Background: an optimization exercise with open tools, aiming at small area and a short achievable clock period. Do not read the settings as production practice.
No functional check of the RTL was part of any run shown here.
No activity file was given, so power comes from the tool's default toggle rates. No driver is modelled on the clock port, so clocking that relies on it looks cheaper here than on a real chip.

===== flow/design.v =====
package readout_pkg;
	localparam logic [1:0] IDLE = 2'd0;
	localparam logic [1:0] SEND = 2'd1;
	localparam logic [1:0] DONE = 2'd2;
	localparam logic [15:0] MARKER_WORD = 16'h700C;
	localparam logic [15:0] CLOSE_WORD = 16'h7FFF;
	localparam logic [3:0] STATUS_NIBBLE = 4'h7;
	localparam int HDR_WORDS = 2;  
	localparam int TRL_WORDS = 4;  
	function automatic logic [14:0] crc15_d13(input logic [12:0] d, input logic [14:0] c);
		logic [14:0] n;
		integer i;
		n[0] = d[0] ^ c[2];
		for (i = 1; i <= 12; i = i + 1) begin
			n[i] = d[i-1] ^ d[i] ^ c[i+1] ^ c[i+2];
		end
		n[13] = d[12] ^ c[14] ^ c[0];
		n[14] = c[1];
		crc15_d13 = n;
	endfunction
endpackage
`timescale 1ns/10ps
module sync_fifo #(
	parameter int WIDTH = 13,
	parameter int DEPTH_LOG2 = 5
)(
	input  logic                  RCLK,
	input  logic                  RST_RESYNC,
	input  logic                  do_wr_i,
	input  logic [WIDTH-1:0]      din_i,
	input  logic                  do_rd_i,
	output logic [WIDTH-1:0]      dout_o
);
	localparam int DEPTH = 2**DEPTH_LOG2;
	localparam int NHI = DEPTH / 4;
	logic [DEPTH-1:0][WIDTH-1:0] mem;
	logic [DEPTH_LOG2-1:0] wr_ptr;
	logic [DEPTH_LOG2-1:0] wr_ptr_inc;
	logic [3:0] rd_lo;
	logic [NHI-1:0] rd_hi;
	logic [NHI-1:0][WIDTH-1:0] grp;
	always_ff @(posedge RCLK) begin
		for (int i = 0; i < DEPTH; i++) begin
			if (do_wr_i && wr_ptr == i) mem[i] <= din_i;
		end
	end
	always_comb begin
		logic c;
		c = 1'b1;
		for (int b = 0; b < DEPTH_LOG2; b++) begin
			wr_ptr_inc[b] = wr_ptr[b] ^ c;
			c = c & wr_ptr[b];
		end
	end
	always_ff @(posedge RCLK or posedge RST_RESYNC) begin
		if (RST_RESYNC) begin
			wr_ptr <= '0;
			rd_lo <= 4'b0001;
			rd_hi <= {{(NHI-1){1'b0}}, 1'b1};
		end else begin
			if (do_wr_i) begin
				wr_ptr <= wr_ptr_inc;
			end
			if (do_rd_i) begin
				rd_lo <= {rd_lo[2:0], rd_lo[3]};
				if (rd_lo[3]) rd_hi <= {rd_hi[NHI-2:0], rd_hi[NHI-1]};
			end
		end
	end
	always_comb begin
		dout_o = '0;
		for (int g = 0; g < NHI; g++) begin
			grp[g] = '0;
			for (int j = 0; j < 4; j++) begin
				grp[g] = grp[g] | ({WIDTH{rd_lo[j]}} & mem[4*g+j]);
			end
			dout_o = dout_o | ({WIDTH{rd_hi[g]}} & grp[g]);
		end
	end
endmodule
`timescale 1ns/10ps
`timescale 1ns/10ps
`timescale 1ns/10ps
module eth_readout (
	input  logic                  RCLK,
	input  logic                  RST_RESYNC,
	input  logic                  smp_wr_en_i,
	input  logic [11:0]           smp_data_i,
	input  logic                  smp_ovlp_i,
	input  logic                  l1a_wr_en_i,
	input  logic [23:0]           l1a_num_i,
	input  logic                  warn_i,
	input  logic                  txack_i,
	output logic [15:0]           txd_o,
	output logic                  txd_valid_o,
	output logic                  evt_buf_amt_o,
	output logic                  evt_buf_afl_o
);
	function automatic logic [5:0] inc6(input logic [5:0] v);
		logic c;
		c = 1'b1;
		for (int b = 0; b < 6; b++) begin
			inc6[b] = v[b] ^ c;
			c = c & v[b];
		end
	endfunction
	function automatic logic [5:0] dec6(input logic [5:0] v);
		logic c;
		c = 1'b1;
		for (int b = 0; b < 6; b++) begin
			dec6[b] = v[b] ^ c;
			c = c & ~v[b];
		end
	endfunction
	logic send;         
	logic done;         
	logic [3:0] slot;
	logic rd_phase;     
	logic adv;
	logic smp_rd;
	assign adv = send && txack_i;
	assign smp_rd = rd_phase && txack_i;
	logic [5:0] smp_count;
	logic smp_do_wr;
	logic smp_inc;
	logic smp_dec;
	logic [12:0] smp_head;
	assign smp_do_wr = smp_wr_en_i && (!smp_count[5] || smp_rd);
	assign smp_inc = smp_do_wr && !smp_rd;
	assign smp_dec = smp_rd && !smp_do_wr;
	always_ff @(posedge RCLK or posedge RST_RESYNC) begin
		if (RST_RESYNC) begin
			smp_count <= '0;
			evt_buf_amt_o <= 1'b1;
			evt_buf_afl_o <= 1'b0;
		end else begin
			if (smp_inc) smp_count <= inc6(smp_count);
			else if (smp_dec) smp_count <= dec6(smp_count);
			evt_buf_amt_o <= smp_inc ? (smp_count <= 6'd3) : smp_dec ? (smp_count <= 6'd5) : (smp_count <= 6'd4);
			evt_buf_afl_o <= smp_inc ? (smp_count >= 6'd27) : smp_dec ? (smp_count >= 6'd29) : (smp_count >= 6'd28);
		end
	end
	sync_fifo #(.WIDTH(13), .DEPTH_LOG2(5)) smp_fifo (
		.RCLK(RCLK), .RST_RESYNC(RST_RESYNC),
		.do_wr_i(smp_do_wr), .din_i({smp_ovlp_i, smp_data_i}),
		.do_rd_i(smp_rd), .dout_o(smp_head)
	);
	logic [4:0] l1a_count;
	logic l1a_do_wr;
	logic [24:0] l1a_head;
	assign l1a_do_wr = l1a_wr_en_i && (!l1a_count[4] || done);
	always_ff @(posedge RCLK or posedge RST_RESYNC) begin
		if (RST_RESYNC) begin
			l1a_count <= '0;
		end else begin
			if (l1a_do_wr && !done) l1a_count <= 5'(inc6({1'b0, l1a_count}));
			else if (done && !l1a_do_wr) l1a_count <= 5'(dec6({1'b0, l1a_count}));
		end
	end
	sync_fifo #(.WIDTH(25), .DEPTH_LOG2(4)) l1a_fifo (
		.RCLK(RCLK), .RST_RESYNC(RST_RESYNC),
		.do_wr_i(l1a_do_wr), .din_i({warn_i, l1a_num_i}),
		.do_rd_i(done), .dout_o(l1a_head)
	);
	always_ff @(posedge RCLK or posedge RST_RESYNC) begin
		if (RST_RESYNC) begin
			send <= 1'b0;
			done <= 1'b0;
			slot <= '0;
			rd_phase <= 1'b0;
		end else begin
			done <= adv && (slot == 4'd13);
			if (send) begin
				if (adv && slot == 4'd13) send <= 1'b0;
			end else if (!done) begin
				send <= (l1a_count != '0) && (smp_count[5:3] != '0);
			end
			if (!send) slot <= '0;
			else if (txack_i) slot <= 4'(inc6({2'b00, slot}));
			rd_phase <= send && (txack_i ? (slot >= 4'd1 && slot <= 4'd8) : (slot >= 4'd2 && slot <= 4'd9));
		end
	end
	logic [12:0] word1;  
	logic [3:0] slot1;
	logic [14:0] crc;
	logic valid1;
	always_ff @(posedge RCLK) begin
		if (adv) begin
			slot1 <= slot;
			if (slot == 4'd0) word1 <= {1'b0, l1a_head[23:12]};
			else if (slot == 4'd1) word1 <= {1'b0, l1a_head[11:0]};
			else word1 <= {~smp_head[12], smp_head[11:0]};
			if (slot == 4'd0) crc <= '0;
			else crc <= readout_pkg::crc15_d13({1'b0, word1[11:0]}, crc);
		end
	end
	always_ff @(posedge RCLK) begin
		case (slot1)
			4'd10: txd_o <= {1'b0, crc};
			4'd11: txd_o <= readout_pkg::MARKER_WORD;
			4'd12: txd_o <= {readout_pkg::STATUS_NIBBLE, l1a_head[5:0], l1a_count, l1a_head[24]};
			4'd13: txd_o <= readout_pkg::CLOSE_WORD;
			default: txd_o <= {1'b0, word1[12], 2'b00, word1[11:0]};
		endcase
	end
	always_ff @(posedge RCLK or posedge RST_RESYNC) begin
		if (RST_RESYNC) begin
			valid1 <= 1'b0;
			txd_valid_o <= 1'b0;
		end else begin
			if (txack_i) valid1 <= adv;
			txd_valid_o <= txack_i && valid1;
		end
	end
endmodule

===== flow/run.sh =====
#!/bin/bash
# synth_recipe.tcl (not shown) runs the flow's synth.tcl, then flattens the netlist and writes it again
# the make line also repeats each setting of config.mk as NAME=value (left out here)
make -C /OpenROAD-flow-scripts/flow DESIGN_CONFIG=/design/flow/config.mk WORK_HOME=/design/flow/orfs CLKGATE_MAP_FILE= SYNTH_SCRIPT=/design/flow/synth_recipe.tcl finish

===== flow/constraint.sdc =====
create_clock -name core_clock -period 3.0 [get_ports {RCLK}]
set_input_delay 0.6000 -clock core_clock [delete_from_list [all_inputs] [get_ports {RCLK}]]
set_output_delay 0.6000 -clock core_clock [all_outputs]
set_load 0.01 [all_outputs]

===== flow/config.mk =====
export PLATFORM = sky130hd
export DESIGN_NAME = eth_readout
export DESIGN_NICKNAME = eth_readout
export VERILOG_FILES = /design/flow/design.v
export SDC_FILE = /design/flow/constraint.sdc
export NUM_CORES = 4
export LEC_CHECK = 0
export CAP_MARGIN = 20
export CORE_MARGIN = 2
export CORE_UTILIZATION = 60
export SETUP_SLACK_MARGIN = 1.3
export SLEW_MARGIN = 20

==> results_dict.tcl, run 1 <==
set metrics [dict create \
    status "no timing/DRC/antenna violations" \
    slew_headroom_pct 33.9 \
    max_clock_freq_ghz 0.413 \
    gp_routability_congestion 0.853 \
    final.setup_skew_ns 0.0248 \
    numCtsBuffers 89 \
    peakVddDrop_mv 0.687 \
    max-cap-violations 0 \
    clock_tree.htree_level_count 3 \
    post_cts_hold_buffer_count 0 \
    routed-via-count 21919 \
    slew_viol_final 0 \
    placed_cell_area_sq_mm 0.0371 \
    synth-main-ff-cell "sky130_fd_sc_hd__edfxtp_1" \
    layout_common_cells "848 x sky130_fd_sc_hd__edfxtp_1, 347 x sky130_fd_sc_hd__a22oi_1, 117 x sky130_fd_sc_hd__nand2_1" \
    synth_enable_flop_cells 848 \
    die_height_um 244 \
    rsz_0062_raised_after_global_routing "true" \
    grt_pass1_wl_mm 142 \
    yosysTopAreaCellShare_pct 73.9 \
    route.antenna.remaining_nets 0 \
    power_leakage_nw 14.5 \
    clk-insertion-delay-late_ns 0.66 \
    mappedNetlistNets 2142 \
    std_cell_rows 87 \
    ys_seq_area_share_pct 78.5 \
    hpwl_mm 51.6 \
    detailedRoute.firstIterationViolations 3463 \
    timing.setup.critical_path_class "reg2reg" \
    timing.critical_path.fanout_max 13 \
    arrival_ns 2.82 \
    layout.cell_area.non_filler_sq_mm 0.0444 \
    required_ns 3.39 \
    die_area_sq_mm 0.0593 \
    synth.cell_area_sq_mm 0.0344 \
    period_utilization_post_route_pct 80.8 \
    worst_slew_pin_slew_ns 0.991 \
    globalRouteMet3Util_pct 7.74 \
    route.detailed.wl_per_inst_um 31.8 \
    global_route.usage.total_pct 33.1 \
    worst_setup_path_end_kind "flip-flop" \
    top_usage_layer "met1" \
    cts_tree "yes" \
    post_synth_num_cell_types 47 \
    drive_above_1_share_pct 30.9 \
    number_of_design_rule_violations_left_after_detail_routing 0 \
    yosysWarnings 3 \
    antenna_found_initial 3 \
    initial_core_utilization_pct 60.9 \
    avgSynthCellArea_sq_um 16.6 \
    ys_async_sr_fraction_pct 5.58 \
    clock-root-buffer "sky130_fd_sc_hd__clkbuf_16" \
    clock_slew_seen_by_the_registers_of_the_worst_setup_and_hold_paths_ns 0.06 \
    report.final.hold_viol_count 0 \
    power_density_mw_per_mm2 703 \
    clock-sinks 914 \
    ff2ff_path_depth 7 \
    r2r_start "l1a_fifo.rd_lo[1]" \
    grt_pass1_vias 20961 \
    vias_per_cell 6.73 \
    fin_tns_setup_ns 0 \
    worst_setup_path_start_kind "flip-flop" \
    netlist.top_cell.by_area "sky130_fd_sc_hd__edfxtp_1" \
    boundaryPins 62 \
    timing.critical_path.from "l1a_fifo.rd_lo[1]" \
    worst_min_delay_path_category "in2async" \
    rrSetupSlack_ns 0.58 \
    port-buffer-count 60 \
    worst_r2r_endpoint "word1[5]" \
    fp.coreArea_sq_mm 0.0566 \
    use_met1_pct 50.6 \
    final_net_count 2487 \
    global_route.overflow_total 0 \
    area.growth.synth_to_final_pct 28.9 \
    grt_start_max_net_pins 45 \
    cts_max_path_buffers 3 \
    global_route.usage.met2_pct 48.3 \
    drt_pre_antenna_iters 6 \
    yosys-top-cells-area "sky130_fd_sc_hd__edfxtp_1 74%, sky130_fd_sc_hd__a22oi_1 9.7%, sky130_fd_sc_hd__dfrtp_1 3.3%, sky130_fd_sc_hd__a21oi_1 1.7%, sky130_fd_sc_hd__nand2_1 1.6%" \
    synth_cells 2081 \
    synth_seq_cells 914 \
    commonest_non_fill_non_tap_cell_in_the_layout "sky130_fd_sc_hd__edfxtp_1" \
    wl_mm 103 \
    final.min_clock_period_ns 2.42 \
    timing.final.setup_violations 0 \
    width_of_the_chip_um 244 \
]
-- sequential cells by signal, indices dropped and copies added (netlist names), 4 cells and up --
| name | count |
|---|---|
| smp_fifo.mem | 416 |
| l1a_fifo.mem | 400 |
| crc | 15 |
| txd_o | 15 |
| word1 | 13 |
| smp_fifo.rd_hi | 8 |
| smp_count | 6 |
| l1a_count | 5 |
| smp_fifo.wr_ptr | 5 |
| l1a_fifo.rd_hi | 4 |
| l1a_fifo.rd_lo | 4 |
| l1a_fifo.wr_ptr | 4 |
| slot1 | 4 |
| slot | 4 |
| smp_fifo.rd_lo | 4 |
-- report_power, final --
part,internal (mW),total [mW],switching [mW]
clock,6.15,10.9,4.79
sequential,15.1,15.8,0.733
combinational,1.89,4.49,2.60
total,23.1,31.2,8.13
-- repair_timing --
action,CTS,global route
setup buffers,111,44
pin swaps,101,64
endpoints found under the setup margin,879,732
resized for setup,311,124
gates cloned,29,28
-- logic make-up after synthesis --
group	count (synthesis)	share of synthesized area, %
AOI/OAI and AO/OA	638	13.3
adders and majority gates	18	0.654
muxes	19	0.614
other	1	0.0109
and+or+nand+nor	297	3.78
DFF	914	78.5
buffers and inverters	150	2.01
xor gates and xnor gates	44	1.12
-- synth_stat cells, types with 8 or more instances --
cell type and instances:
sky130_fd_sc_hd__edfxtp_1 848, sky130_fd_sc_hd__a22oi_1 445, sky130_fd_sc_hd__nand2_1 146, sky130_fd_sc_hd__a21oi_1 114, sky130_fd_sc_hd__nor2_1 81, sky130_fd_sc_hd__clkbuf_1 64
sky130_fd_sc_hd__dfrtp_1 46, sky130_fd_sc_hd__buf_2 35, sky130_fd_sc_hd__xnor2_1 32, sky130_fd_sc_hd__ha_1 18, sky130_fd_sc_hd__inv_1 17, sky130_fd_sc_hd__mux2_2 17
sky130_fd_sc_hd__buf_1 16, sky130_fd_sc_hd__o21ai_0 16, sky130_fd_sc_hd__or4_1 16, sky130_fd_sc_hd__dfxtp_1 15, sky130_fd_sc_hd__a22oi_2 14, sky130_fd_sc_hd__xor2_1 12
sky130_fd_sc_hd__buf_6 9, sky130_fd_sc_hd__a21boi_0 8, sky130_fd_sc_hd__a221o_1 8, sky130_fd_sc_hd__nor3_1 8
-- metrics by stage --
step	setup WS (ns)	total power [mW]	utilization [%]	hold slack, ns	std cells
2_1_floorplan	0.703	17.8	-	0.457	2081
3_3_place_gp	0.183	19.0	65.5	0.471	2879
3_5_place_dp	0.115	19.1	65.5	0.477	2879
4_1_cts	0.667	30.4	75.6	0.281	3182
5_1_grt	0.531	32.1	78.4	0.297	3255
6_report	0.577	31.2	78.4	0.289	3255
-- routing by layer --
layer  up-vias  part of all wire (%)  routed length (um)
met1     11093                    39               40500
met2      1519                    45               46500
li1       9107                     -                   -
met5         -                 0.013                  13
met4         2                   2.5                2530
met3       198                    13               13700
-- final cells by class --
class | instances | area (sq um)
tap | 756 | 946
multi-input combinational | 1017 | 8270
sequential | 914 | 27100
clock buffer | 109 | 2320
antenna | 1 | 2.50
clock inverter | 54 | 497
inverter | 21 | 82.6
timing repair buffer | 383 | 5190
fill | 3055 | 12200
-- worst max-delay path by stage --
| stage | endpoint | slack, ns | cells after the start |
|---|---|---|---|
| 3_3_place_gp | smp_fifo.mem[216] | 0.18 | 5 |
| 3_5_place_dp | smp_fifo.mem[254] | 0.12 | 5 |
| 2_1_floorplan | smp_count[5] | 0.70 | 11 |
| 6_report | word1[5] | 0.58 | 7 |
| 4_1_cts | word1[9] | 0.67 | 8 |
| 5_1_grt | word1[5] | 0.53 | 7 |
-- worst max-delay path, cell delays in order (launching register included) --
cell and delay [ns]:
sky130_fd_sc_hd__dfrtp_4 0.52, sky130_fd_sc_hd__buf_6 0.16, sky130_fd_sc_hd__buf_12 0.13, sky130_fd_sc_hd__buf_16 0.15
sky130_fd_sc_hd__a22oi_1 0.22, sky130_fd_sc_hd__a21oi_1 0.14, sky130_fd_sc_hd__or4_4 0.48, sky130_fd_sc_hd__a221o_1 0.36
==> run 2: changes to the inputs <==
--- a/flow/config.mk
+++ b/flow/config.mk
@@ -8,5 +8,4 @@
 export CAP_MARGIN = 20
 export CORE_MARGIN = 2
 export CORE_UTILIZATION = 60
-export SETUP_SLACK_MARGIN = 1.3
 export SLEW_MARGIN = 20
==> results_dict.tcl, run 2 <==
set metrics [dict create \
    ys_async_sr_fraction_pct 5.58 \
    max_reg_flops 416 \
    post_cts_hold_buffer_count 0 \
    max_clock_freq_ghz 0.363 \
    port-buffer-count 60 \
    layout.cells.non_filler 3093 \
    boundaryPins 62 \
    drt_pre_antenna_iters 6 \
    numCtsBuffers 90 \
    rsz_0062_raised_after_global_routing "false" \
    seqPwrFrac_pct 52.3 \
    internal-power_mw 22.8 \
    clk-insertion-delay-late_ns 0.64 \
    antenna_found_initial 2 \
    timing.critical_path.fanout_max 49 \
    cts_tree "yes" \
    yosysTopAreaCellShare_pct 73.9 \
    power_leakage_nw 13.0 \
    ys_seq_area_share_pct 78.5 \
    layout_common_cells "848 x sky130_fd_sc_hd__edfxtp_1, 445 x sky130_fd_sc_hd__a22oi_1, 146 x sky130_fd_sc_hd__nand2_1" \
    required_ns 3.53 \
    clock-sinks 914 \
    yosys-top-cells-area "sky130_fd_sc_hd__edfxtp_1 74%, sky130_fd_sc_hd__a22oi_1 9.7%, sky130_fd_sc_hd__dfrtp_1 3.3%, sky130_fd_sc_hd__a21oi_1 1.7%, sky130_fd_sc_hd__nand2_1 1.6%" \
    worst_setup_path_start_kind "flip-flop" \
    number_of_design_rule_violations_left_after_detail_routing 0 \
    final.min_clock_period_ns 2.76 \
    worst_setup_path_end_kind "flip-flop" \
    avgSynthCellArea_sq_um 16.6 \
    registers_with_the_highest_flip_flop_counts "smp_fifo.mem: 416 flops, l1a_fifo.mem: 400 flops" \
    multi_input_comb_area_sq_mm 0.00685 \
    route.antenna.remaining_nets 0 \
    timing.setup.critical_path_class "reg2reg" \
    netlist_top_cells_count "848 x sky130_fd_sc_hd__edfxtp_1, 445 x sky130_fd_sc_hd__a22oi_1, 146 x sky130_fd_sc_hd__nand2_1, 114 x sky130_fd_sc_hd__a21oi_1, 81 x sky130_fd_sc_hd__nor2_1" \
    peakVddDrop_mv 0.689 \
    synth_cells 2081 \
    power.net_switching_mw 7.17 \
    route.detailed.wl_per_inst_um 28.5 \
    slew_viol_final 0 \
    timing.final.setup_violations 0 \
    slew_headroom_pct 18.0 \
    worst_setup_slack_final_ns 0.242 \
    synth_enable_flop_cells 848 \
    placed_cell_area_sq_mm 0.0370 \
    finalHoldWorstSlack_ns 0.266 \
    register_area_sq_mm 0.0271 \
    wl_mm 88.3 \
    post-cts-setup-buffers 0 \
    layout.cell_area.non_filler_sq_mm 0.0399 \
    power_density_mw_per_mm2 751 \
    final_net_count 2324 \
    combPwrFrac_pct 10.2 \
    area.growth.synth_to_final_pct 15.9 \
    grt_pass1_wl_mm 130 \
    clock-root-buffer "sky130_fd_sc_hd__clkbuf_16" \
    initial_core_utilization_pct 60.9 \
    largest_register "smp_fifo.mem" \
    dpl.cell_count 2927 \
    routed-via-count 20144 \
    cts_max_path_buffers 3 \
    status "no timing/DRC/antenna violations" \
    arrival_ns 3.28 \
    switching_share_pct 23.9 \
    hpwl_mm 53.2 \
    max-cap-violations 0 \
    synth.cell_area_sq_mm 0.0344 \
    die_area_sq_mm 0.0593 \
    fp.coreArea_sq_mm 0.0566 \
    period_utilization_post_route_pct 91.9 \
    worst_min_delay_path_category "in2async" \
    clk_pwr_share_pct 37.5 \
    commonest_non_fill_non_tap_cell_in_the_layout "sky130_fd_sc_hd__edfxtp_1" \
    post_synth_num_cell_types 47 \
    post-synth-top-count-cell "sky130_fd_sc_hd__edfxtp_1" \
    worst_slew_pin_slew_ns 1.22 \
    netlist.top_cell.by_area "sky130_fd_sc_hd__edfxtp_1" \
    grt_pass1_vias 19638 \
    vias_per_cell 6.51 \
    yosysWarnings 3 \
    synth_seq_cells 914 \
    ctsResizeCount 0 \
    die_height_um 244 \
    clock_tree.htree_level_count 3 \
    drive_above_1_share_pct 15.1 \
    gp_routability_congestion 0.889 \
    report.final.hold_viol_count 0 \
    clock_slew_seen_by_the_registers_of_the_worst_setup_and_hold_paths_ns 0.07 \
    global_route.overflow_total 0 \
    width_of_the_chip_um 244 \
    final.fill_count 3697 \
    place_ws_ns -0.0601 \
    final.setup_skew_ns 0.0151 \
    detailedRoute.firstIterationViolations 2774 \
    synth-main-ff-cell "sky130_fd_sc_hd__edfxtp_1" \
    mappedNetlistNets 2142 \
    global_route.usage.total_pct 30.1 \
    std_cell_rows 87 \
    grt_start_max_net_pins 67 \
]
==> run 2: cell types whose count changed in the layout (fill, tap and decap cells not counted), moves of 19 or more <==
cell	change
sky130_fd_sc_hd__a22oi_1	+98
sky130_fd_sc_hd__a22oi_2	-98
sky130_fd_sc_hd__buf_6	-86
sky130_fd_sc_hd__buf_12	-58
sky130_fd_sc_hd__nor2_1	+34
sky130_fd_sc_hd__nor2_4	-34
sky130_fd_sc_hd__buf_4	+32
sky130_fd_sc_hd__nand2_1	+29
sky130_fd_sc_hd__buf_16	-20
sky130_fd_sc_hd__clkbuf_16	-20
sky130_fd_sc_hd__nand2_2	-20
sky130_fd_sc_hd__clkdlybuf4s50_1	+19
==> run 2: power groups by stage <==
stage | combinational, mW | clock [mW] | sequential (mW)
3_3_place_gp | 2.96 | 0 | 15.9
6_report | 3.06 | 11.2 | 15.7
2_1_floorplan | 1.69 | 0 | 15.7
4_1_cts | 3.03 | 11.4 | 15.7
5_1_grt | 3.31 | 11.8 | 15.8
3_5_place_dp | 3.01 | 0 | 15.9
==> run 2: logic make-up after synthesis <==
family | synth area share [%]
DFF | 78.5
AOI/OAI and AO/OA | 13.3
and+or+nand+nor | 3.78
buffers and inverters | 2.01
xor gates and xnor gates | 1.12
muxes | 0.614
adders and majority gates | 0.654
other | 0.0109
==> run 2: layout make-up <==
class | count | area share [%]
Antenna cell | 1 | 0.00627
Clock buffer | 132 | 6.48
Clock inverter | 33 | 0.940
Inverter | 21 | 0.197
Multi-Input combinational cell | 1017 | 17.1
Sequential cell | 914 | 67.8
Tap cell | 756 | 2.37
Timing Repair Buffer | 219 | 5.03
==> run 2: final timing paths <==
check,from,to,slack [ns],cells past startpoint
max,l1a_fifo.rd_lo[3],txd_o[0],0.24,5
min,RST_RESYNC,slot[2],0.27,2
max reg2reg,l1a_fifo.rd_lo[3],txd_o[0],0.24,5
min reg2reg,l1a_fifo.rd_hi[0],l1a_fifo.rd_hi[0],0.48,2
max in group asynchronous,RST_RESYNC,smp_fifo.rd_lo[0],2.06,3
min in group core_clock,l1a_fifo.rd_hi[0],l1a_fifo.rd_hi[0],0.48,2
==> run 2: worst max-delay path, cell delays in order (launching register included) <==
cell and delay, ns:
sky130_fd_sc_hd__dfrtp_4 0.73, sky130_fd_sc_hd__a22oi_1 0.28, sky130_fd_sc_hd__a21oi_1 0.09, sky130_fd_sc_hd__nor4_1 1.03, sky130_fd_sc_hd__a21oi_1 0.17, sky130_fd_sc_hd__a221o_1 0.30
==> run 2: routing by layer <==
layer  vias to the layer above  wire, um  global-route usage [%]  share of wire (%)
met1                     10270     37800                    46.0                 43
met3                       142      8550                    7.58                9.7
met2                      1011     39500                    43.2                 45
li1                       8721         -                       -                  -
met4                         0      2390                    8.98                2.7
met5                         -         0                       0                  0
==> run 2: metrics by stage <==
step                total power [mW]  TNS [ns]  util [%]
floorplan                       17.4         0         -
global placement                18.9     -1.10      65.3
detailed placement              18.9     -4.50      65.3
CTS                             30.1         0      70.5
global route                    30.9         0      70.5
finish                          30.0         0      70.5
==> run 3: changes to the inputs <==
--- a/flow/design.v
+++ b/flow/design.v
@@ -32,13 +32,10 @@
 	output logic [WIDTH-1:0]      dout_o
 );
 	localparam int DEPTH = 2**DEPTH_LOG2;
-	localparam int NHI = DEPTH / 4;
 	logic [DEPTH-1:0][WIDTH-1:0] mem;
 	logic [DEPTH_LOG2-1:0] wr_ptr;
 	logic [DEPTH_LOG2-1:0] wr_ptr_inc;
-	logic [3:0] rd_lo;
-	logic [NHI-1:0] rd_hi;
-	logic [NHI-1:0][WIDTH-1:0] grp;
+	logic [DEPTH-1:0] rd_sel;  
 	always_ff @(posedge RCLK) begin
 		for (int i = 0; i < DEPTH; i++) begin
 			if (do_wr_i && wr_ptr == i) mem[i] <= din_i;
@@ -55,26 +52,16 @@
 	always_ff @(posedge RCLK or posedge RST_RESYNC) begin
 		if (RST_RESYNC) begin
 			wr_ptr <= '0;
-			rd_lo <= 4'b0001;
-			rd_hi <= {{(NHI-1){1'b0}}, 1'b1};
-		end else begin
-			if (do_wr_i) begin
-				wr_ptr <= wr_ptr_inc;
-			end
-			if (do_rd_i) begin
-				rd_lo <= {rd_lo[2:0], rd_lo[3]};
-				if (rd_lo[3]) rd_hi <= {rd_hi[NHI-2:0], rd_hi[NHI-1]};
-			end
+			rd_sel <= {{(DEPTH-1){1'b0}}, 1'b1};
+		end else begin
+			if (do_wr_i) wr_ptr <= wr_ptr_inc;
+			if (do_rd_i) rd_sel <= {rd_sel[DEPTH-2:0], rd_sel[DEPTH-1]};
 		end
 	end
 	always_comb begin
 		dout_o = '0;
-		for (int g = 0; g < NHI; g++) begin
-			grp[g] = '0;
-			for (int j = 0; j < 4; j++) begin
-				grp[g] = grp[g] | ({WIDTH{rd_lo[j]}} & mem[4*g+j]);
-			end
-			dout_o = dout_o | ({WIDTH{rd_hi[g]}} & grp[g]);
+		for (int i = 0; i < DEPTH; i++) begin
+			dout_o = dout_o | ({WIDTH{rd_sel[i]}} & mem[i]);
 		end
 	end
 endmodule
@@ -125,18 +112,20 @@
 	logic smp_inc;
 	logic smp_dec;
 	logic [12:0] smp_head;
+	logic amt_n;        
+	assign evt_buf_amt_o = ~amt_n;
 	assign smp_do_wr = smp_wr_en_i && (!smp_count[5] || smp_rd);
 	assign smp_inc = smp_do_wr && !smp_rd;
 	assign smp_dec = smp_rd && !smp_do_wr;
 	always_ff @(posedge RCLK or posedge RST_RESYNC) begin
 		if (RST_RESYNC) begin
 			smp_count <= '0;
-			evt_buf_amt_o <= 1'b1;
+			amt_n <= 1'b0;
 			evt_buf_afl_o <= 1'b0;
 		end else begin
 			if (smp_inc) smp_count <= inc6(smp_count);
 			else if (smp_dec) smp_count <= dec6(smp_count);
-			evt_buf_amt_o <= smp_inc ? (smp_count <= 6'd3) : smp_dec ? (smp_count <= 6'd5) : (smp_count <= 6'd4);
+			amt_n <= smp_inc ? (smp_count > 6'd3) : smp_dec ? (smp_count > 6'd5) : (smp_count > 6'd4);
 			evt_buf_afl_o <= smp_inc ? (smp_count >= 6'd27) : smp_dec ? (smp_count >= 6'd29) : (smp_count >= 6'd28);
 		end
 	end
--- a/flow/config.mk
+++ b/flow/config.mk
@@ -8,4 +8,5 @@
 export CAP_MARGIN = 20
 export CORE_MARGIN = 2
 export CORE_UTILIZATION = 60
+export SETUP_SLACK_MARGIN = 1.3
 export SLEW_MARGIN = 20
==> results_dict.tcl, run 3 <==
set metrics [dict create \
    synth_cells 1921 \
    insertedDiodeCount 0 \
    required_ns 3.37 \
    yosysWarnings 3 \
    avgSynthCellArea_sq_um 18.0 \
    die_height_um 244 \
    initial_core_utilization_pct 60.3 \
    clock-root-buffer "sky130_fd_sc_hd__clkbuf_16" \
    dpl.cell_count 2812 \
    std_cell_rows 88 \
    r2r_start "smp_fifo.rd_sel[31]" \
    yosys-top-cells-area "sky130_fd_sc_hd__edfxtp_1 74%, sky130_fd_sc_hd__dfrtp_1 5.6%, sky130_fd_sc_hd__a22oi_1 5.1%, sky130_fd_sc_hd__a221oi_1 2.2%, sky130_fd_sc_hd__a22o_1 2.2%" \
    cts_max_path_buffers 3 \
    drt_pre_antenna_iters 6 \
    period_utilization_post_route_pct 77.3 \
    cts_tree "yes" \
    design_power_total_mw 32.6 \
    arrival_ns 2.69 \
    slew_headroom_pct 41.1 \
    final_net_count 2448 \
    port-buffer-count 60 \
    route.antenna.remaining_nets 0 \
    detailedRoute.firstIterationViolations 4241 \
    fp.coreArea_sq_mm 0.0574 \
    power_density_mw_per_mm2 712 \
    global_route.usage.total_pct 39.7 \
    post-synth-top-count-cell "sky130_fd_sc_hd__edfxtp_1" \
    max-cap-violations 0 \
    timing.final.setup_violations 0 \
    final.setup_skew_ns 0.0411 \
    clock_tree.htree_level_count 3 \
    netlist_top_cells_count "848 x sky130_fd_sc_hd__edfxtp_1, 237 x sky130_fd_sc_hd__a22oi_1, 86 x sky130_fd_sc_hd__a221oi_1, 85 x sky130_fd_sc_hd__a22o_1" \
    die_area_sq_mm 0.0596 \
    ys_async_sr_fraction_pct 8.39 \
    report.final.hold_viol_count 0 \
    final.min_clock_period_ns 2.32 \
    final.fill_count 2942 \
    fin_tns_setup_ns 0 \
    route.detailed.wl_per_inst_um 38.2 \
    routed-via-count 23142 \
    largest_register "smp_fifo.mem" \
    worst_setup_path_start_kind "flip-flop" \
    layout.cells.non_filler 3225 \
    synth.cell_area_sq_mm 0.0346 \
    layout.cell_area.non_filler_sq_mm 0.0458 \
    rrSetupSlack_ns 0.68 \
    area.growth.synth_to_final_pct 32.5 \
    ff2ff_path_depth 6 \
    post_synth_num_cell_types 56 \
    number_of_design_rule_violations_left_after_detail_routing 0 \
    peakVddDrop_mv 0.592 \
    yosysTopAreaCellShare_pct 73.6 \
    clock-sinks 942 \
    postLayoutCoreUtil_pct 79.9 \
    clock_slew_seen_by_the_registers_of_the_worst_setup_and_hold_paths_ns 0.06 \
    worst_setup_path_end_kind "flip-flop" \
    clk-insertion-delay-late_ns 0.67 \
    grt_pass1_vias 21400 \
    gp_routability_congestion 0.995 \
    power_leakage_nw 15.6 \
    worst_slew_pin_slew_ns 0.884 \
    grt_pass1_wl_mm 163 \
    post_cts_hold_buffer_count 0 \
    status "no timing/DRC/antenna violations" \
    placed_cell_area_sq_mm 0.0374 \
    registers_with_the_highest_flip_flop_counts "smp_fifo.mem: 416 flops, l1a_fifo.mem: 400 flops, smp_fifo.rd_sel: 32 flops" \
    vias_per_cell 7.18 \
    worst_min_delay_path_category "in2async" \
    rsz_0062_raised_after_global_routing "true" \
    worst_r2r_endpoint "word1[0]" \
    ys_seq_area_share_pct 80.2 \
    netlist.top_cell.by_area "sky130_fd_sc_hd__edfxtp_1" \
    synth_seq_cells 942 \
    hpwl_mm 66.2 \
    antenna_found_initial 1 \
    layout_common_cells "848 x sky130_fd_sc_hd__edfxtp_1, 201 x sky130_fd_sc_hd__a22oi_1, 175 x sky130_fd_sc_hd__buf_4" \
    global_route.overflow_total 0 \
    grt_start_max_net_pins 80 \
    max_reg_flops 416 \
    boundaryPins 62 \
    drive_above_1_share_pct 36.5 \
    commonest_non_fill_non_tap_cell_in_the_layout "sky130_fd_sc_hd__edfxtp_1" \
    max_clock_freq_ghz 0.431 \
    wl_mm 123 \
    slew_viol_final 0 \
    timing.setup.critical_path_class "reg2reg" \
    mappedNetlistNets 1982 \
    synth-main-ff-cell "sky130_fd_sc_hd__edfxtp_1" \
    numCtsBuffers 92 \
    timing.critical_path.fanout_max 7 \
    width_of_the_chip_um 244 \
    synth_enable_flop_cells 848 \
]
==> run 3: changes by cell type after synthesis, moves of 31 or more <==
cell / delta
sky130_fd_sc_hd__a22o_1: +85
sky130_fd_sc_hd__dfrtp_1: +31
sky130_fd_sc_hd__nand3_1: +31
sky130_fd_sc_hd__nand4_1: +46
sky130_fd_sc_hd__a22oi_1: -208
sky130_fd_sc_hd__nand2_1: -116
sky130_fd_sc_hd__a21oi_1: -95
sky130_fd_sc_hd__mux2_2: +34
sky130_fd_sc_hd__a221oi_1: +86
==> run 3: repair_timing <==
action | 4_1_cts | 5_1_grt
pin swaps | 82 | 75
setup buffers | 135 | 50
resized for setup | 504 | 184
setup endpoints to repair | 858 | 850
gates cloned | 43 | 18
==> run 3: layout make-up <==
type	count	area (sq um)	share of cell area, %
flip-flops and latches	942	27900	60.8
well taps	765	957	2.09
multi-input cells	857	7900	17.2
inverters	16	63.8	0.139
clock inverters	45	467	1.02
repair buffers	478	6090	13.3
clock buffers	122	2500	5.45
==> run 3: cell families after synthesis <==
logic type | Yosys count | share of synthesized area, %
other | 1 | 0.0108
AOI/OAI and AO/OA | 488 | 11.0
and+or+nand+nor | 253 | 3.72
DFF | 942 | 80.2
muxes | 53 | 1.72
buffers and inverters | 122 | 1.60
adders and majority gates | 18 | 0.651
xor gates and xnor gates | 44 | 1.11
==> run 3: through the flow <==
stage / hold WS [ns] / worst slack (ns)
finish: 0.447 / 0.680
global placement: 0.458 / 0.105
floorplan: 0.446 / 0.471
detailed placement: 0.477 / 0.101
CTS: 0.459 / 0.797
global route: 0.460 / 0.741
==> run 3: worst max-delay path, stage by stage, from the launching register on <==
cell	delay (ns)
sky130_fd_sc_hd__dfrtp_2	0.47
sky130_fd_sc_hd__buf_8	0.18
sky130_fd_sc_hd__a22oi_2	0.37
sky130_fd_sc_hd__nand4_1	0.33
sky130_fd_sc_hd__nor4_4	0.39
sky130_fd_sc_hd__buf_4	0.21
sky130_fd_sc_hd__o221ai_4	0.09
==> run 3: worst max-delay path by stage <==
stage / depth (start not counted) / start / end / slack [ns]
final: 6 / smp_fifo.rd_sel[31] / word1[0] / 0.68
after CTS: 6 / smp_fifo.rd_sel[20] / word1[1] / 0.80
after floorplan: 3 / l1a_wr_en_i / l1a_fifo.mem[325] / 0.47
after detailed placement: 6 / smp_fifo.rd_sel[23] / word1[1] / 0.10
after global placement: 6 / smp_fifo.rd_sel[23] / word1[1] / 0.10
after global routing: 6 / smp_fifo.rd_sel[4] / word1[1] / 0.74
==> run 3: layer usage <==
layer | part of all wire (%) | vias up | routed length (um) | GRT usage, %
met5 | 0.11 | - | 133 | 0
met4 | 4.0 | 4 | 4890 | 12.4
met3 | 18 | 336 | 22200 | 15.6
met2 | 42 | 2229 | 51500 | 54.8
met1 | 36 | 11692 | 44500 | 58.6
li1 | - | 8881 | - | -
==> run 3: report_power, final <==
group,internal [mW],total [mW],switching (mW),leakage [nW]
Sequential,15.4,16.1,0.709,8.74
Combinational,2.13,4.95,2.82,5.37
Clock,6.63,11.5,4.92,1.45
Total,24.2,32.6,8.45,15.6
==> run 4: changes to the inputs <==
==> flow/flow/run.sh (new file) <==
#!/bin/bash
# Standard ORFS layout (the standard.sh) with a few ORFS variables changed:
#  - sizing may change a cell's footprint (port buffers can be resized),
#  - CTS without dummy loads and with larger sink clusters.
set -euo pipefail
bash standard.sh synth > synth.log 2>&1
bash standard.sh MATCH_CELL_FOOTPRINT=0 \
  "CTS_ARGS=-sink_clustering_enable -repair_clock_nets -dont_use_dummy_load -sink_clustering_size 30 -sink_clustering_max_diameter 100" \
  finish > layout.log 2>&1
==> flow/standard.sh (new file) <==
#!/bin/bash
# synth_recipe.tcl (not shown) runs the flow's synth.tcl, then flattens the netlist and writes it again
# the make line also repeats each setting of config.mk as NAME=value (left out here)
make -C /OpenROAD-flow-scripts/flow DESIGN_CONFIG=/design/flow/config.mk WORK_HOME=/design/flow/orfs CLKGATE_MAP_FILE= SYNTH_SCRIPT=/design/flow/synth_recipe.tcl "${@:-finish}"
removed: flow/run.sh
==> results_dict.tcl, run 4 <==
set metrics [dict create \
    status "no timing/DRC/antenna violations" \
    synth_seq_cells 942 \
    ys_seq_area_share_pct 80.2 \
    hpwl_mm 66.2 \
    max_reg_flops 416 \
    peakVddDrop_mv 0.521 \
    final_net_count 2316 \
    synth-main-ff-cell "sky130_fd_sc_hd__edfxtp_1" \
    width_of_the_chip_um 244 \
    fin_tns_setup_ns 0 \
    dpl.cell_count 2812 \
    routed-via-count 21465 \
    slew_viol_final 0 \
    design_power_total_mw 26.2 \
    met2RoutedLength_mm 46.7 \
    antenna_found_initial 1 \
    ys_async_sr_fraction_pct 8.39 \
    yosys-top-cells-area "sky130_fd_sc_hd__edfxtp_1 74%, sky130_fd_sc_hd__dfrtp_1 5.6%, sky130_fd_sc_hd__a22oi_1 5.1%, sky130_fd_sc_hd__a221oi_1 2.2%, sky130_fd_sc_hd__a22o_1 2.2%" \
    netlist_top_cells_count "848 x sky130_fd_sc_hd__edfxtp_1, 237 x sky130_fd_sc_hd__a22oi_1, 86 x sky130_fd_sc_hd__a221oi_1, 85 x sky130_fd_sc_hd__a22o_1" \
    route.antenna.remaining_nets 0 \
    cp_max_delay_cell "sky130_fd_sc_hd__dfrtp_4" \
    clk-insertion-delay-late_ns 0.62 \
    gp_routability_congestion 0.995 \
    arrival_ns 2.64 \
    clock-root-buffer "sky130_fd_sc_hd__clkbuf_16" \
    commonest_non_fill_non_tap_cell_in_the_layout "sky130_fd_sc_hd__edfxtp_1" \
    synth_cells 1921 \
    synth.cell_area_sq_mm 0.0346 \
    post-synth-top-count-cell "sky130_fd_sc_hd__edfxtp_1" \
    yosysWarnings 3 \
    power_density_mw_per_mm2 619 \
    register_area_sq_mm 0.0279 \
    fp.coreArea_sq_mm 0.0574 \
    path_cells "a22oi_2 > nand4_1 > nor4_4 > buf_4 > o221ai_4" \
    insertedDiodeCount 0 \
    multi_input_comb_area_sq_mm 0.00802 \
    rrSetupSlack_ns 0.70 \
    std_cell_rows 88 \
    layout_common_cells "848 x sky130_fd_sc_hd__edfxtp_1, 188 x sky130_fd_sc_hd__a22oi_1, 168 x sky130_fd_sc_hd__buf_4" \
    worst_min_delay_path_category "in2async" \
    final.fill_count 3441 \
    largest_register "smp_fifo.mem" \
    timing.critical_path.slowest_cell_delay_ns 0.60 \
    synth_enable_flop_cells 848 \
    rsz_0062_raised_after_global_routing "true" \
    slew_headroom_pct 41.3 \
    final.setup_skew_ns 0.0473 \
    registers_with_the_highest_flip_flop_counts "smp_fifo.mem: 416 flops, l1a_fifo.mem: 400 flops, smp_fifo.rd_sel: 32 flops" \
    clock_tree.htree_level_count 2 \
    r2r_start "smp_fifo.rd_sel[1]" \
    timing.critical_path.fanout_max 8 \
    worst_setup_path_start_kind "flip-flop" \
    cts_tree "yes" \
    worst_setup_path_end_kind "flip-flop" \
    mappedNetlistNets 1982 \
    global_route.overflow_total 0 \
    vias_per_cell 7.11 \
    final.min_clock_period_ns 2.30 \
    worstPathBufferInverterCount 1 \
    layout.cells.non_filler 3018 \
    wl_met3_mm 17.1 \
    worst_r2r_endpoint "word1[0]" \
    die_height_um 244 \
    numCtsBuffers 37 \
    max-cap-violations 0 \
    cts_max_path_buffers 3 \
    boundaryPins 62 \
    timing.setup.critical_path_class "reg2reg" \
    grt_pass1_vias 20022 \
    detailedRoute.firstIterationViolations 3806 \
    global_route.usage.total_pct 36.7 \
    clock-sinks 942 \
    area.growth.synth_to_final_pct 22.4 \
    period_utilization_post_route_pct 76.6 \
    die_area_sq_mm 0.0596 \
    drive_above_1_share_pct 33.7 \
    timing.final.setup_violations 0 \
    initial_core_utilization_pct 60.3 \
    ff2ff_path_depth 5 \
    grt_pass1_wl_mm 152 \
    max_clock_freq_ghz 0.435 \
    post_cts_hold_buffer_count 0 \
    report.final.hold_viol_count 0 \
    drt_pre_antenna_iters 8 \
    netlist.top_cell.by_area "sky130_fd_sc_hd__edfxtp_1" \
    port-buffer-count 60 \
    worst_slew_pin_slew_ns 0.881 \
    required_ns 3.34 \
    avgSynthCellArea_sq_um 18.0 \
    post_synth_num_cell_types 56 \
    clock_slew_seen_by_the_registers_of_the_worst_setup_and_hold_paths_ns 0.11 \
    routedLengthMet1_mm 43.1 \
    grt_start_max_net_pins 80 \
    number_of_design_rule_violations_left_after_detail_routing 0 \
    wl_mm 110 \
    route.detailed.wl_per_inst_um 36.5 \
    top_layer "met5" \
    yosysTopAreaCellShare_pct 73.6 \
    largest_delay_share_family_worst_path "simple AND/OR/NAND/NOR gates" \
    power_leakage_nw 14.0 \
]
[run 4: how the worst max path moves through the flow]
stage	startpoint	endpoint	slack [ns]	cells past startpoint
after floorplan	l1a_wr_en_i	l1a_fifo.mem[325]	0.47	3
after global placement	smp_fifo.rd_sel[23]	word1[1]	0.10	6
after detailed placement	smp_fifo.rd_sel[23]	word1[1]	0.10	6
after CTS	smp_fifo.rd_sel[20]	word1[1]	0.80	6
after global routing	smp_fifo.rd_sel[24]	word1[1]	0.73	6
final	smp_fifo.rd_sel[1]	word1[0]	0.70	5
[run 4: per-layer routing]
layer  vias up  global-route usage (%)
met4         2                    9.29
met1     11096                    56.7
met3       186                    12.1
li1       8521                       -
met2      1660                    50.7
met5         -                       0
[run 4: cell type report]
class                      instances  share of cell area (%)
inverter                          16                   0.160
timing repair buffer             401                    10.7
sequential                       942                    65.8
tap                              765                    2.26
clock buffer                      37                    2.19
multi-input combinational        857                    18.9
[run 4: tightest hold or removal path, cell delays in order]
cell and delay [ns]:
sky130_fd_sc_hd__clkdlybuf4s50_1 0.44, sky130_fd_sc_hd__clkinvlp_4 0.10, sky130_fd_sc_hd__buf_12 0.35
[run 4: cell families after synthesis]
group           count (synthesis)  share of synthesized area (%)
xor+xnor                       44                           1.11
fa+ha+maj                      18                          0.651
other cells                     1                         0.0108
mux                            53                           1.72
simple gates                  253                           3.72
compound gates                488                           11.0
flops                         942                           80.2
buf+inv                       122                           1.60
[run 4: through the flow]
stage / hold WS, ns / worst slack [ns] / utilization [%] / instance area, sq um
after global placement: 0.458 / 0.105 / 65.1 / 37400
after detailed placement: 0.477 / 0.101 / 65.1 / 37400
after global routing: 0.477 / 0.728 / 73.8 / 42400
after floorplan: 0.446 / 0.471 / - / 34600
after CTS: 0.466 / 0.798 / 71.6 / 41100
final: 0.462 / 0.703 / 73.8 / 42400
[run 4: what timing repair did]
action	in CTS	in global routing
cloned	22	3
gates resized for setup	443	194
pin swaps	79	73
endpoints found under the setup margin	875	789
setup buffers	100	44
[run 4: power by group]
group	total [mW]	switching [mW]	internal, mW	leakage, nW
Combinational	4.20	2.50	1.69	4.81
Sequential	16.1	0.683	15.4	8.74
Clock	5.96	3.71	2.24	0.456
Total	26.2	6.90	19.3	14.0
==> run 5: changes to the inputs <==
--- a/flow/config.mk
+++ b/flow/config.mk
@@ -5,8 +5,9 @@
 export SDC_FILE = /design/flow/constraint.sdc
 export NUM_CORES = 4
 export LEC_CHECK = 0
+export ABC_CLOCK_PERIOD_IN_PS = 1500
 export CAP_MARGIN = 20
 export CORE_MARGIN = 2
-export CORE_UTILIZATION = 60
+export CORE_UTILIZATION = 70
 export SETUP_SLACK_MARGIN = 1.3
 export SLEW_MARGIN = 20
==> results_dict.tcl, run 5 <==
set metrics [dict create \
    fin_tns_setup_ns 0 \
    drive_above_1_share_pct 33.5 \
    post_synth_num_cell_types 56 \
    r2r_start "smp_fifo.rd_sel[20]" \
    ff2ff_path_depth 7 \
    required_ns 3.37 \
    clk-insertion-delay-late_ns 0.63 \
    worst_slew_pin_slew_ns 0.869 \
    multi_input_comb_area_sq_mm 0.00798 \
    post-synth-top-count-cell "sky130_fd_sc_hd__edfxtp_1" \
    final.fill_count 2035 \
    peakVddDrop_mv 0.547 \
    clock_slew_seen_by_the_registers_of_the_worst_setup_and_hold_paths_ns 0.12 \
    synth_enable_flop_cells 848 \
    ys_seq_area_share_pct 80.2 \
    yosys-top-cells-area "sky130_fd_sc_hd__edfxtp_1 74%, sky130_fd_sc_hd__dfrtp_1 5.6%, sky130_fd_sc_hd__a22oi_1 5.1%, sky130_fd_sc_hd__a221oi_1 2.2%, sky130_fd_sc_hd__a22o_1 2.2%" \
    largest_register "smp_fifo.mem" \
    crit_path_frequent_cell "sky130_fd_sc_hd__buf_4" \
    timing.critical_path.slowest_cell_delay_ns 0.54 \
    netlist_top_cells_count "848 x sky130_fd_sc_hd__edfxtp_1, 237 x sky130_fd_sc_hd__a22oi_1, 86 x sky130_fd_sc_hd__a221oi_1, 85 x sky130_fd_sc_hd__a22o_1" \
    route.detailed.wl_per_inst_um 39.8 \
    number_of_design_rule_violations_left_after_detail_routing 0 \
    die_height_um 226 \
    power.net_switching_mw 7.22 \
    registers_with_the_highest_flip_flop_counts "smp_fifo.mem: 416 flops, l1a_fifo.mem: 400 flops, smp_fifo.rd_sel: 32 flops" \
    std_cell_rows 81 \
    grt_pass1_wl_mm 151 \
    gp_routability_congestion 1.13 \
    worst_setup_path_start_kind "flip-flop" \
    detailedRoute.firstIterationViolations 4835 \
    period_utilization_post_route_pct 77.2 \
    clock-root-buffer "sky130_fd_sc_hd__clkbuf_16" \
    switching_share_pct 27.0 \
    clock-sinks 942 \
    width_of_the_chip_um 226 \
    boundaryPins 62 \
    combPwrFrac_pct 17.3 \
    die_area_sq_mm 0.0512 \
    route.antenna.remaining_nets 0 \
    arrival_ns 2.69 \
    status "no timing/DRC/antenna violations" \
    routed-via-count 22589 \
    synth_cells 1921 \
    vias_per_cell 7.72 \
    timing.critical_path.fanout_max 5 \
    final.setup_skew_ns 0.0532 \
    dpl.cell_count 2680 \
    antenna_found_initial 2 \
    final.min_clock_period_ns 2.32 \
    clk_pwr_share_pct 22.3 \
    report.final.hold_viol_count 0 \
    global_route.usage.total_pct 43.3 \
    synth.cell_area_sq_mm 0.0346 \
    path_cells "buf_4 > buf_6 > a22oi_1 > nand4_1 > nor4_2 > buf_4 > o221ai_2" \
    cp_max_delay_cell "sky130_fd_sc_hd__dfrtp_2" \
    port-buffer-count 60 \
    postLayoutCoreUtil_pct 86.9 \
    wl_mm 117 \
    drt_pre_antenna_iters 13 \
    power_leakage_nw 14.1 \
    grt_pass1_vias 20511 \
    initial_core_utilization_pct 70.8 \
    slew_viol_final 0 \
    clock_tree.htree_level_count 2 \
    synth_seq_cells 942 \
    commonest_non_fill_non_tap_cell_in_the_layout "sky130_fd_sc_hd__edfxtp_1" \
    max-cap-violations 0 \
    max_clock_freq_ghz 0.432 \
    mappedNetlistNets 1982 \
    internal-power_mw 19.5 \
    cts_max_path_buffers 3 \
    layout.cells.non_filler 2927 \
    final_net_count 2326 \
    register_area_sq_mm 0.0279 \
    timing.final.setup_violations 0 \
    yosysWarnings 3 \
    worst_r2r_endpoint "word1[2]" \
    synth-main-ff-cell "sky130_fd_sc_hd__edfxtp_1" \
    insertedDiodeCount 0 \
    global_route.overflow_total 0 \
    hpwl_mm 63.1 \
    ys_async_sr_fraction_pct 8.39 \
    fp.coreArea_sq_mm 0.0488 \
    rsz_0062_raised_after_global_routing "true" \
    seqPwrFrac_pct 60.4 \
    area.growth.synth_to_final_pct 22.7 \
    max_reg_flops 416 \
    finalHoldWorstSlack_ns 0.476 \
    cts_tree "yes" \
    netlist.top_cell.by_area "sky130_fd_sc_hd__edfxtp_1" \
    grt_start_max_net_pins 35 \
    rrSetupSlack_ns 0.68 \
    avgSynthCellArea_sq_um 18.0 \
    worst_min_delay_path_category "in2async" \
    layout_common_cells "848 x sky130_fd_sc_hd__edfxtp_1, 193 x sky130_fd_sc_hd__a22oi_1, 158 x sky130_fd_sc_hd__buf_4" \
    worst_setup_path_end_kind "flip-flop" \
    yosysTopAreaCellShare_pct 73.6 \
    numCtsBuffers 37 \
    slew_headroom_pct 42.1 \
    power_density_mw_per_mm2 629 \
    timing.setup.critical_path_class "reg2reg" \
]
run 5: area by class of cell:
cell class | count | share of cell area [%]
Multi-Input combinational cell | 857 | 18.8
Sequential cell | 942 | 65.6
Timing Repair Buffer | 411 | 11.3
Inverter | 16 | 0.150
Clock buffer | 37 | 2.18
Tap cell | 664 | 1.96
run 5: repair_timing:
action / in CTS / in global routing
pin swaps: 77 / 75
gates resized for setup: 455 / 183
hold buffers: 0 / 0
gates cloned: 28 / 33
endpoints found under the setup margin: 867 / 680
setup buffers: 106 / 43
run 5: cells by family (layout without fill, tap and decap cells):
family                     Yosys count  after routing  synth area share [%]
DFF                                942            942                  80.2
other                                1              1                0.0108
buffers and inverters              122            464                  1.60
and+or+nand+nor                    253            253                  3.72
muxes                               53             53                  1.72
AOI/OAI and AO/OA                  488            488                  11.0
xor gates and xnor gates            44             44                  1.11
adders and majority gates           18             18                 0.651
run 5: power by group through the flow:
stage	registers, mW	clock network (mW)	logic, mW
after floorplan	16.1	0	1.72
after global placement	16.2	0	2.92
after detailed placement	16.3	0	3.02
after CTS	16.0	5.86	3.73
after global routing	16.2	6.29	4.79
final	16.1	5.97	4.62
run 5: layer usage:
| metal | share of wire [%] | routed length, um | vias up | global-route usage (%) |
|---|---|---|---|---|
| li1 | - | - | 8563 | - |
| met1 | 32 | 37800 | 11074 | 62.0 |
| met2 | 42 | 48900 | 2474 | 60.2 |
| met3 | 21 | 24000 | 470 | 19.2 |
| met4 | 4.9 | 5700 | 8 | 14.3 |
| met5 | 0.17 | 203 | - | 0 |
run 5: worst max-delay path: cells and delay by family (launching register included):
| kind | cells | cell delay [ns] |
|---|---|---|
| compound gates | 2 | 0.24 |
| simple gates | 2 | 0.82 |
| flops | 1 | 0.54 |
| buf+inv | 3 | 0.48 |
run 5: worst max path at each step:
stage	startpoint	end	depth (start not counted)
2_1_floorplan	l1a_wr_en_i	l1a_fifo.mem[325]	3
3_3_place_gp	txack_i	smp_fifo.mem[195]	7
3_5_place_dp	txack_i	smp_fifo.mem[202]	7
4_1_cts	smp_fifo.rd_sel[0]	word1[5]	5
5_1_grt	smp_fifo.rd_sel[20]	word1[7]	6
6_report	smp_fifo.rd_sel[20]	word1[2]	7
run 5: stage by stage:
| step | total power [mW] | setup WS, ns | cell area [sq um] |
|---|---|---|---|
| after global routing | 27.3 | 0.726 | 42500 |
| after global placement | 19.2 | 0.226 | 36900 |
| after detailed placement | 19.3 | 0.170 | 36900 |
| final | 26.7 | 0.684 | 42500 |
| after floorplan | 17.8 | 0.471 | 34600 |
| after CTS | 25.6 | 0.893 | 40800 |
==> run 6: changes to the inputs <==
--- a/flow/config.mk
+++ b/flow/config.mk
@@ -9,5 +9,5 @@
 export CAP_MARGIN = 20
 export CORE_MARGIN = 2
 export CORE_UTILIZATION = 70
-export SETUP_SLACK_MARGIN = 1.3
+export SETUP_SLACK_MARGIN = 1.0
 export SLEW_MARGIN = 20
==> results_dict.tcl, run 6 <==
set metrics [dict create \
    internal-power_mw 18.8 \
    final.fill_count 2432 \
    routed-via-count 21395 \
    final.setup_skew_ns 0.0259 \
    synth_enable_flop_cells 848 \
    drt_pre_antenna_iters 6 \
    drive_above_1_share_pct 26.2 \
    global_route.usage.total_pct 40.7 \
    final.min_clock_period_ns 2.29 \
    gp_routability_congestion 1.01 \
    antenna_found_initial 3 \
    netlist_top_cells_count "848 x sky130_fd_sc_hd__edfxtp_1, 237 x sky130_fd_sc_hd__a22oi_1, 86 x sky130_fd_sc_hd__a221oi_1, 85 x sky130_fd_sc_hd__a22o_1" \
    rsz_0062_raised_after_global_routing "true" \
    vias_per_cell 7.53 \
    synth_seq_cells 942 \
    placed_cell_area_sq_mm 0.0370 \
    combPwrFrac_pct 13.1 \
    register_area_sq_mm 0.0278 \
    hpwl_mm 63.0 \
    detailedRoute.firstIterationViolations 3890 \
    route.detailed.wl_per_inst_um 36.7 \
    peakVddDrop_mv 0.555 \
    max_reg_flops 416 \
    timing.critical_path.fanout_max 8 \
    fin_tns_setup_ns 0 \
    power_density_mw_per_mm2 626 \
    dpl.cell_count 2692 \
    clock-sinks 942 \
    timing.setup.critical_path_class "reg2reg" \
    boundaryPins 62 \
    cp_max_delay_cell "sky130_fd_sc_hd__dfrtp_2" \
    worstPathBufferInverterCount 2 \
    worst_min_delay_path_category "in2async" \
    timing.critical_path.from "smp_fifo.rd_sel[23]" \
    worst_setup_path_end_kind "flip-flop" \
    layout.cells.non_filler 2842 \
    cts_max_path_buffers 3 \
    grt_pass1_vias 19642 \
    clock_tree.htree_level_count 2 \
    clk-insertion-delay-late_ns 0.60 \
    final_net_count 2240 \
    post_synth_num_cell_types 56 \
    yosys-top-cells-area "sky130_fd_sc_hd__edfxtp_1 74%, sky130_fd_sc_hd__dfrtp_1 5.6%, sky130_fd_sc_hd__a22oi_1 5.1%, sky130_fd_sc_hd__a221oi_1 2.2%, sky130_fd_sc_hd__a22o_1 2.2%" \
    ys_async_sr_fraction_pct 8.39 \
    synth_cells 1921 \
    layout.cell_area.non_filler_sq_mm 0.0403 \
    path_cells "buf_6 > a22oi_1 > nand4_1 > nor4_4 > buf_4 > o221ai_2" \
    numCtsBuffers 37 \
    global_route.overflow_total 0 \
    area.growth.synth_to_final_pct 16.4 \
    multi_input_comb_area_sq_mm 0.00737 \
    worst_slew_pin_slew_ns 0.848 \
    switching_share_pct 25.4 \
    registers_with_the_highest_flip_flop_counts "smp_fifo.mem: 416 flops, l1a_fifo.mem: 400 flops, smp_fifo.rd_sel: 32 flops" \
    die_area_sq_mm 0.0512 \
    max_clock_freq_ghz 0.436 \
    layout_common_cells "848 x sky130_fd_sc_hd__edfxtp_1, 193 x sky130_fd_sc_hd__a22oi_1, 183 x sky130_fd_sc_hd__buf_4" \
    synth-main-ff-cell "sky130_fd_sc_hd__edfxtp_1" \
    netlist.top_cell.by_area "sky130_fd_sc_hd__edfxtp_1" \
    number_of_design_rule_violations_left_after_detail_routing 0 \
    worst_setup_path_start_kind "flip-flop" \
    mappedNetlistNets 1982 \
    place_ws_ns 0.0886 \
    ys_seq_area_share_pct 80.2 \
    fp.coreArea_sq_mm 0.0488 \
    wl_mm 104 \
    report.final.hold_viol_count 0 \
    worst_setup_slack_final_ns 0.707 \
    yosysTopAreaCellShare_pct 73.6 \
    ff2ff_path_depth 6 \
    worst-path-stages 6 \
    clock_slew_seen_by_the_registers_of_the_worst_setup_and_hold_paths_ns 0.11 \
    required_ns 3.34 \
    route.antenna.remaining_nets 0 \
    max-cap-violations 0 \
    initial_core_utilization_pct 70.8 \
    design_power_total_mw 25.2 \
    grt_start_max_net_pins 80 \
    largest_register "smp_fifo.mem" \
    synth.cell_area_sq_mm 0.0346 \
    die_height_um 226 \
    post-synth-top-count-cell "sky130_fd_sc_hd__edfxtp_1" \
    power_leakage_nw 13.5 \
    avgSynthCellArea_sq_um 18.0 \
    timing.critical_path.slowest_cell_delay_ns 0.53 \
    power.net_switching_mw 6.39 \
    slew_headroom_pct 43.5 \
    yosysWarnings 3 \
    largest_delay_share_family_worst_path "simple AND/OR/NAND/NOR gates" \
    timing.final.setup_violations 0 \
    clock-root-buffer "sky130_fd_sc_hd__clkbuf_16" \
    cts_tree "yes" \
    slew_viol_final 0 \
    commonest_non_fill_non_tap_cell_in_the_layout "sky130_fd_sc_hd__edfxtp_1" \
    period_utilization_post_route_pct 76.4 \
    width_of_the_chip_um 226 \
    seqPwrFrac_pct 63.5 \
    grt_pass1_wl_mm 143 \
    r2r_start "smp_fifo.rd_sel[23]" \
    std_cell_rows 81 \
    clk_pwr_share_pct 23.4 \
    arrival_ns 2.64 \
    status "no timing/DRC/antenna violations" \
    port-buffer-count 60 \
]
==> run 6: cell counts after synthesis <==
Identical to the previous run, type by type.
==> run 6: cell type report <==
class | instances | share of cell area [%]
sequential | 942 | 69.1
timing repair buffer | 325 | 8.03
clock buffer | 37 | 2.30
antenna | 1 | 0.00621
tap | 664 | 2.06
inverter | 16 | 0.158
multi-input combinational | 857 | 18.3
==> run 6: final timing paths <==
path	end	slack, ns
setup / recovery	word1[4]	0.71
hold / removal	amt_n	0.46
setup reg to reg	word1[4]	0.71
hold reg to reg	valid1	0.49
max in group asynchronous	l1a_fifo.rd_sel[7]	2.09
min in group core_clock	valid1	0.49
==> run 6: metal layers <==
layer / vias to the layer above / wire, um / part of all wire [%] / GRT usage, %
met2: 2025 / 44900 / 43 / 57.1
li1: 8355 / - / - / -
met4: 6 / 3460 / 3.3 / 11.6
met3: 247 / 19000 / 18 / 17.9
met5: - / 145 / 0.14 / 1.56
met1: 10762 / 36800 / 35 / 58.5
==> run 6: repair_timing <==
item,4_1_cts,5_1_grt
gates resized for setup,241,71
pin swaps,50,51
endpoints found under the setup margin,410,573
gates cloned,2,2
setup buffers,68,40
hold endpoints to repair,0,0
hold buffers,0,0
==> run 6: stage by stage <==
| stage | hold slack (ns) | utilization (%) |
|---|---|---|
| 6_report | 0.459 | 82.4 |
| 2_1_floorplan | 0.446 | - |
| 4_1_cts | 0.490 | 81.0 |
| 3_5_place_dp | 0.464 | 75.8 |
| 5_1_grt | 0.507 | 82.4 |
| 3_3_place_gp | 0.460 | 75.8 |
==> run 6: power groups by stage <==
stage               combinational [mW]  clock (mW)  sequential, mW
detailed placement                2.96           0            16.3
CTS                               3.11        5.86            16.0
floorplan                         1.73           0            16.1
global placement                  2.86           0            16.2
finish                            3.30        5.90            16.0
global route                      3.54        6.25            16.1
==> run 6: cell families (layout without fill, tap and decap cells) <==
group                      after synthesis  in the layout  share of synthesized area, %
DFF                                    942            942                          80.2
AOI/OAI and AO/OA                      488            488                          11.0
and+or+nand+nor                        253            253                          3.72
buffers and inverters                  122            378                          1.60
muxes                                   53             53                          1.72
xor gates and xnor gates                44             44                          1.11
adders and majority gates               18             18                         0.651
other                                    1              2                        0.0108
==> run 6: worst min-delay path: cells and delay by family <==
kind	cells	cell delay, ns
buf+inv	3	0.88

[separate check: timing with driven ports]
No port has a modelled driver above. Below, the same layouts with a new extraction and two added sets of constraints.
Step 1 (the two cells are an assumption about what drives the block):
set clk [get_ports {RCLK}]
set_driving_cell -lib_cell sky130_fd_sc_hd__clkbuf_16 $clk
set_driving_cell -lib_cell sky130_fd_sc_hd__buf_2 [delete_from_list [all_inputs] $clk]
Step 2 moves the port delays by t, midway between the first and last clock arrival at a register: inputs arrive t later, outputs are due t later. That takes back most of the time a late clock gives input paths.
Three values: ideal, step 1, step 2; two values: the first two.
run	t, ns	setup WS [ns]	slew at the worst register clock pin (ns)	cell pins on the clock port's net
run 1	0.715	0.577 / 0.577 / 0.230	0.07 / 0.07	1
run 2	0.696	0.242 / 0.242 / -0.173	0.07 / 0.07	1
run 3	0.720	0.680 / 0.680 / 0.307	0.07 / 0.07	1
run 4	0.662	0.703 / 0.703 / 0.580	0.12 / 0.12	1
run 5	0.663	0.684 / 0.684 / 0.684	0.12 / 0.12	1
run 6	0.643	0.707 / 0.707 / 0.357	0.12 / 0.12	1
With both steps, setup timing fails in run 2, where it was met with ideal ports. The setup slack of run 2, which loses most, moves by 0.000 ns with the drivers and by -0.415 ns with both steps.
